What follows belongs to an exercise in optimizing a design on an open flow for small area, a short achievable clock period and few clock cycles per item; a production flow would make more cautious choices.
Function was checked by simulation only, so behaviour that the tests miss may differ from the original.
Power figures rest on the tool's default switching activity, not on a simulated workload.

==> design.v <==
module lz77_stream_encoder #(
  parameter int DATA_WIDTH = 8,
  parameter int DICT_DEPTH = 512,
  parameter int DICT_LOG   = 9,
  parameter int MAX_LEN    = 65,
  parameter int LEN_WIDTH  = 7
) (
  input  logic                  clk,
  input  logic                  rst_n,
  input  logic                  in_valid,
  output logic                  in_ready,
  input  logic [DATA_WIDTH-1:0] in_data,
  input  logic                  in_last,
  output logic                  out_valid,
  input  logic                  out_ready,
  output logic [LEN_WIDTH-1:0]  out_len,
  output logic [DICT_LOG-1:0]   out_dist,
  output logic [DATA_WIDTH-1:0] out_literal,
  output logic                  out_last
);
  localparam int TW    = LEN_WIDTH + DICT_LOG + DATA_WIDTH + 1;   
  localparam int FDEPTH = 5;                                        
  logic [DATA_WIDTH-1:0] H [DICT_DEPTH];
  logic [DATA_WIDTH-1:0] xr;
  logic                  lr;
  logic                  vr;
  logic                  pv;        
  logic [DICT_LOG-1:0]   cnt;
  logic                  full;
  logic                  accept;
  assign accept = in_valid & in_ready & rst_n;
  always_ff @(posedge clk) begin
    if (accept) begin
      H[0] <= xr;
      for (int i = 1; i < DICT_DEPTH; i++) H[i] <= H[i-1];
      xr <= in_data;
      lr <= in_last;
    end
  end
  always_ff @(posedge clk) begin
    if (!rst_n) begin
      vr   <= 1'b0;
      pv   <= 1'b0;
      cnt  <= '0;
      full <= 1'b0;
    end else begin
      vr <= accept;
      if (accept) begin
        pv <= ~in_last;
        if (!pv) begin
          cnt  <= '0;
          full <= 1'b0;
        end else if (!full) begin
          {full, cnt} <= {full, cnt} + 1'b1;
        end
      end
    end
  end
  localparam int LO_W = 4;
  localparam int HI_N = DICT_DEPTH >> LO_W;
  logic [HI_N-1:0]      hi_gt, hi_eq;
  logic [(1<<LO_W)-1:0] lo_gt;
  logic [DICT_DEPTH-1:0] vld;
  always_comb begin
    for (int j = 0; j < HI_N; j++) begin
      hi_gt[j] = full | (cnt[DICT_LOG-1:LO_W] > (DICT_LOG-LO_W)'(j));
      hi_eq[j] = ~full & (cnt[DICT_LOG-1:LO_W] == (DICT_LOG-LO_W)'(j));
    end
    for (int k = 0; k < (1<<LO_W); k++) lo_gt[k] = cnt[LO_W-1:0] > LO_W'(k);
    for (int i = 0; i < DICT_DEPTH; i++)
      vld[i] = hi_gt[i >> LO_W] | (hi_eq[i >> LO_W] & lo_gt[i & ((1<<LO_W)-1)]);
  end
  logic [DICT_DEPTH-1:0] E;
  logic                  v1, l1;
  logic [DATA_WIDTH-1:0] x1;
  always_ff @(posedge clk) begin
    for (int i = 0; i < DICT_DEPTH; i++) E[i] <= ~vr | (vld[i] & (H[i] == xr));
    l1 <= lr;
    x1 <= xr;
  end
  always_ff @(posedge clk) begin
    if (!rst_n) v1 <= 1'b0;
    else        v1 <= vr;
  end
  logic [DICT_DEPTH-1:0] A;
  logic                  r;
  logic [LEN_WIDTH-1:0]  L;
  logic                  lt_max;    
  logic                  any_hit, ext, emit;
  assign any_hit = r ? (|E) : (|(E & A));
  assign ext     = v1 & ~l1 & lt_max & any_hit;
  assign emit    = v1 & ~ext;
  always_ff @(posedge clk) begin
    A <= E & (A | {DICT_DEPTH{r}});
  end
  always_ff @(posedge clk) begin
    if (!rst_n) begin
      r      <= 1'b1;
      L      <= '0;
      lt_max <= 1'b1;
    end else if (v1) begin
      r      <= ~ext;
      L      <= ext ? L + 1'b1 : '0;
      lt_max <= ext ? (L != LEN_WIDTH'(MAX_LEN - 1)) : 1'b1;
    end
  end
  logic [2*DICT_DEPTH-1:0]          pe_any;
  logic [2*DICT_DEPTH*DICT_LOG-1:0] pe_idx;
  always_comb begin
    pe_any = '0;
    pe_idx = '0;
    for (int i = 0; i < DICT_DEPTH; i++) begin
      pe_any[DICT_DEPTH + i] = A[i];
      pe_idx[(DICT_DEPTH + i)*DICT_LOG +: DICT_LOG] = DICT_LOG'(i);
    end
    for (int k = DICT_DEPTH - 1; k >= 1; k--) begin
      pe_any[k] = pe_any[2*k] | pe_any[2*k+1];
      pe_idx[k*DICT_LOG +: DICT_LOG] = pe_any[2*k] ? pe_idx[2*k*DICT_LOG +: DICT_LOG]
                                                   : pe_idx[(2*k+1)*DICT_LOG +: DICT_LOG];
    end
  end
  logic                  tv, tz, tlast;
  logic [LEN_WIDTH-1:0]  tlen;
  logic [DATA_WIDTH-1:0] tlit;
  logic [DICT_LOG-1:0]   dsel;
  always_ff @(posedge clk) begin
    tlen  <= L;
    tz    <= r;
    tlit  <= x1;
    tlast <= l1;
    dsel  <= pe_idx[DICT_LOG +: DICT_LOG];
  end
  always_ff @(posedge clk) begin
    if (!rst_n) tv <= 1'b0;
    else        tv <= emit;
  end
  logic [TW-1:0] tok;
  assign tok = {tlen, tz ? DICT_LOG'(0) : dsel, tlit, tlast};
  logic [TW-1:0] fq [FDEPTH];
  logic [2:0]    ocount;       
  logic [2:0]    nocc;
  logic          pop;
  logic [3:0]    owed;         
  assign pop = out_valid & out_ready;
  always_ff @(posedge clk) begin
    for (int k = 0; k < FDEPTH; k++) begin
      if (tv && (3'(k) == ocount - 3'(pop))) fq[k] <= tok;
      else if (pop && k + 1 < FDEPTH) fq[k] <= fq[k + 1];
    end
  end
  assign nocc = ocount + 3'(tv) - 3'(pop);
  assign owed = 4'(accept) + 4'(vr) + 4'(v1) + 4'(nocc);
  always_ff @(posedge clk) begin
    if (!rst_n) begin
      ocount    <= '0;
      out_valid <= 1'b0;
      in_ready  <= 1'b0;
    end else begin
      ocount    <= nocc;
      out_valid <= nocc != '0;
      in_ready  <= owed < 4'(FDEPTH);
    end
  end
  assign {out_len, out_dist, out_literal, out_last} = fq[0];
endmodule
==> run.sh <==
#!/bin/bash
# synth_recipe.tcl (not shown) runs the flow's synth.tcl, then flattens the netlist and writes it again
# the make line also repeats each setting of config.mk as NAME=value (left out here)
make -C /OpenROAD-flow-scripts/flow DESIGN_CONFIG=/design/flow/config.mk WORK_HOME=/design/flow/orfs CLKGATE_MAP_FILE= SYNTH_SCRIPT=/design/flow/synth_recipe.tcl finish
==> config.mk <==
export PLATFORM = sky130hd
export DESIGN_NAME = lz77_stream_encoder
export DESIGN_NICKNAME = lz77_stream_encoder
export VERILOG_FILES = /design/flow/design.v
export SDC_FILE = /design/flow/constraint.sdc
export NUM_CORES = 4
export LEC_CHECK = 0
export CAP_MARGIN = 20
export CORE_MARGIN = 2
export CORE_UTILIZATION = 40
export SLEW_MARGIN = 20
==> constraint.sdc <==
create_clock -name core_clock -period 6.5 [get_ports {clk}]
set_input_delay 1.3000 -clock core_clock [delete_from_list [all_inputs] [get_ports {clk}]]
set_output_delay 1.3000 -clock core_clock [all_outputs]
set_load 0.01 [all_outputs]
==> notes.md <==
==> worst max-delay path, cell delays in order, from the launching register on <==
cell and delay, ns:
dfxtp_1 0.38, nor4_1 0.79, nand4_1 0.38, nor4_1 0.78, nand4_1 0.61, o32a_1 0.69
nand3_1 0.37, nor2_1 0.09
==> per-layer routing <==
layer	vias to the layer above	global-route usage [%]	part of all wire, %
met5	-	0	0.011
met4	10	7.132	3.5
met3	887	3.161	7.2
met2	4890	33.69	45
met1	64703	32.25	44
li1	54688	-	-
==> per-stage QoR <==
step	power (mW)	worst slack, ns
2_1_floorplan	45.76	-62.81
3_3_place_gp	48.26	1.559
3_5_place_dp	48.33	1.510
4_1_cts	80.18	2.352
5_1_grt	82.18	2.423
6_report	79.84	2.325
==> final cells by class <==
cell class | instances | area share (%)
Inverter | 127 | 0.1965
Tap cell | 7181 | 3.675
Clock inverter | 227 | 0.8527
Multi-Input combinational cell | 8367 | 26.16
Sequential cell | 5317 | 60.87
Timing Repair Buffer | 369 | 1.610
Clock buffer | 828 | 6.627
Antenna cell | 11 | 0.01126
==> report_power, final <==
group          switching [mW]  total (mW)  internal [mW]
sequential               1.87        40.6           38.7
clock                    13.9        32.1           18.3
combinational            4.80        7.15           2.35
==> cells in the mapped netlist, drive strengths merged, types with 8 or more instances <==
cell type     n  area, µm²
a2111oi       8      76.32
a211oi       26      195.2
a21boi        9      67.57
a21oi       462       2312
a221oi       72      630.6
a22o         65      570.6
a22oi       130      975.9
a31oi        25      156.4
and2         14      87.58
and3         13      86.33
buf         285       1089
clkbuf      448       1682
dfxtp      1087      21760
edfxtp     4230     127000
ha           11      137.6
inv         127      476.7
mux2         64      720.7
nand2       183      686.9
nand2b       41      264.0
nand3        93      495.5
nand4       816       5105
nor2        237      910.9
nor2b        20      132.6
nor3         78      406.6
nor4        447       2830
o2111ai     113      989.7
o211ai       23      172.7
o21a        517       3881
o21ai       164      820.8
o21bai       29      217.7
o311ai        9      78.83
o31ai       367       2755
o41ai        73      639.4
or2          18      112.6
or4          40      315.3
xnor2      3069      26880
xor2       1042       9126
==> logic make-up (layout without fill, tap and decap cells) <==
| kind of cell | Yosys count | count (layout) |
|---|---|---|
| XOR/XNOR | 4111 | 4111 |
| other | 0 | 11 |
| buffers and inverters | 860 | 1551 |
| adder cells (fa/ha/maj) | 14 | 14 |
| AND/OR/NAND/NOR | 2025 | 2025 |
| flip-flops | 5317 | 5317 |
| multiplexers | 68 | 68 |
| AO/OA/AOI/OAI | 2149 | 2149 |
==> flip-flops by register name, summed over array words and instances, names as in the netlist, 3 cells and up <==
signal  count
A         512
ocount      3
L           7
H        4096
x1          8
dsel        9
tlit        8
fq        125
E         512
tlen        7
cnt         9
xr          8
==> how the worst max path moves through the flow <==
| stage | end | start | cells after the start |
|---|---|---|---|
| 2_1_floorplan | in_ready | in_valid | 6 |
| 3_3_place_gp | H[411][2] | rst_n | 6 |
| 3_5_place_dp | H[412][5] | rst_n | 6 |
| 4_1_cts | L[3] | E[223] | 7 |
| 5_1_grt | L[0] | E[223] | 7 |
| 6_report | L[3] | E[223] | 7 |
==> notes.md <==
* Post-DP HPWL at slightly above 400000 µm
* Mapped Cells at 14544
* Starting density of the core at between 40% and 50%
* CTS resizes at 0
* Setup Fix Bufs, Post-CTS at 0
* Number of max-cap violations at 0
* Setup TNS at 0 ns
* First-pass GRT wire length at ~890000 µm
* Setup Viol. Count Final at 0
* Nets@finish at 14781
* Final instance area at 0.2445 mm²
* TritonCTS clock tree: yes
* Status: complete, no violations
* Worst reg2reg path endpoint: L[3]
* Area of the multi-input gates at 0.06396 mm²
* Pins Over Slew Limit at 0
* IO Port Bufs at 39
* Worst Hold Path Cells at 0
* Clock root buffer: clkbuf_16
* Synth Net Count at 14571
* # fillers at 46967
* Setup Skew at 0.06119 ns
* Setup crit end kind: register
* Vias at 125178
* PwrDens at 326.6 mW/mm²
* Placement Cell Area at 0.2261 mm²
* Die footprint at 0.5452 mm²
* Die W at ~740 µm
* Lkg Pwr at around 64 nW
* R2R Path Start: E[223]
* Drt wl/cell at 27.69 µm
* Asr flop ratio synth at 0%
* Layout Cells excl Fill at between 20000 and 25000
* Final ANT Viol Nets at 0
* Insertion delay to the later sink of the worst-skew pair at 1.09 ns
* Simple-gate share of the synthesized area at 5.409%
* R2R depth at 7
* Commonest non-fill, non-tap cells in the layout: edfxtp_1 (4230), xnor2_1 (3069), dfxtp_1 (1082)
* Longest Clk Path Bufs at 4
* Endpoint, Worst Hold: tlit[6]
* DRT Pass-1 Iters at 6
* CTS H-Tree Depth at 6
* Hold WC Path Type: register to register
* Num rows at 269
* CP Class: register to register
* Hold_ws at 0.3136 ns
* GP Congestion at between 0.9 and 1
* Combinational family with the most area after synthesis: XOR/XNOR gates
* Synth Area in Compound Gates at 6.976%
* Synth Area in Adders at 0.09165%
* Post-synth cell types at 90
* Worst reg2reg setup slack at around 2.3 ns
* RSZ-0062 raised after global routing: false
* Top Ports at 40
* Seq cells post-synth at around 5300
* Via density at roughly 5.6
* Final Hold Vio Count at 0
* Pin count of the biggest net entering global routing at 193
* Post-synth EDFFs at 4230
* Drt drc at 0
* Crit start category: register
* Critical path required time at roughly 7.5 ns
* Mux contribution to synthesized area at 0.3527%
* Fin util at 45.54%
* Grt ovf at 0
* Seq/Total Area, Yosys at 68.97%
* XOR/XNOR Fraction of Synth Area at 16.69%
* Vias in the first global route at 121681
* Cell area after synthesis at 0.2157 mm²
* Gr usage total at 22.00%
* Worst hold start: x1[6]
* Initial antenna violation count at 56
* Max FO, Critical Path at 8
* Cells after DPL at 21360
* Core area at 0.5368 mm²
* Share of cells above drive strength 1 at 8.553%
* Period utilisation layout at 64.23%
* Synth warnings at 3
* Fmax at roughly 0.24 GHz
* Worst Max-Slew Pin Slew at 1.154 ns
* Clock slew at reported path FFs at 0.06 ns
* WP data arrival at approximately 5 ns
* Hold buffer count at CTS at 0
* Area grow syn2layout at 13.33%
* Maximum VDD drop at roughly 0.27 mV
* Ys flop type: edfxtp_1
* Final WL at 621100 µm
* Post-Syn Area per Cell at 14.83 µm²
* Storage element area at 0.1488 mm²
* Min Tclk post-route at 4.175 ns
* Slew margin rel. at 22.41%
* CTS Buf Count at around 570
* 1st-iter DRT viols at 15660
* Die H at about 740 µm
* Commonest non-fill, non-tap cell in the layout: edfxtp_1
* # clock sinks at ~5300
Testbench counts, summed over its fixed seeds: cycles 24,040, items 24,000.

afterwards: timing with drivers on the ports:
In the flow no input, the clock included, has a driving cell. The finished layout below was timed again as built, in two steps.
Step 1 sets driving cells, clkbuf_16 on the clock port and buf_2 on the other inputs (assumed; they add their load-dependent delay and slew).
Step 2, shift: input delay + t, output delay - t, t = (earliest + latest rising clock arrival at the registers) / 2. This alone moves slack from input paths to output paths.
a / b / c = no drivers / after step 1 / after step 2; a / b = the first two.
shift t [ns]: 1.199
slack for setup (ns): 2.325 / 2.325 / 1.487
latest minus earliest clock arrival (ns): 0.069 / 0.069
worst register clock-pin slew, ns: 0.07 / 0.07
worst slew at a driven data input, ns: 0.04
After both steps this run still meets setup and hold. The setup slack of this run moves by 0.000 ns with the drivers and by -0.838 ns with both steps.
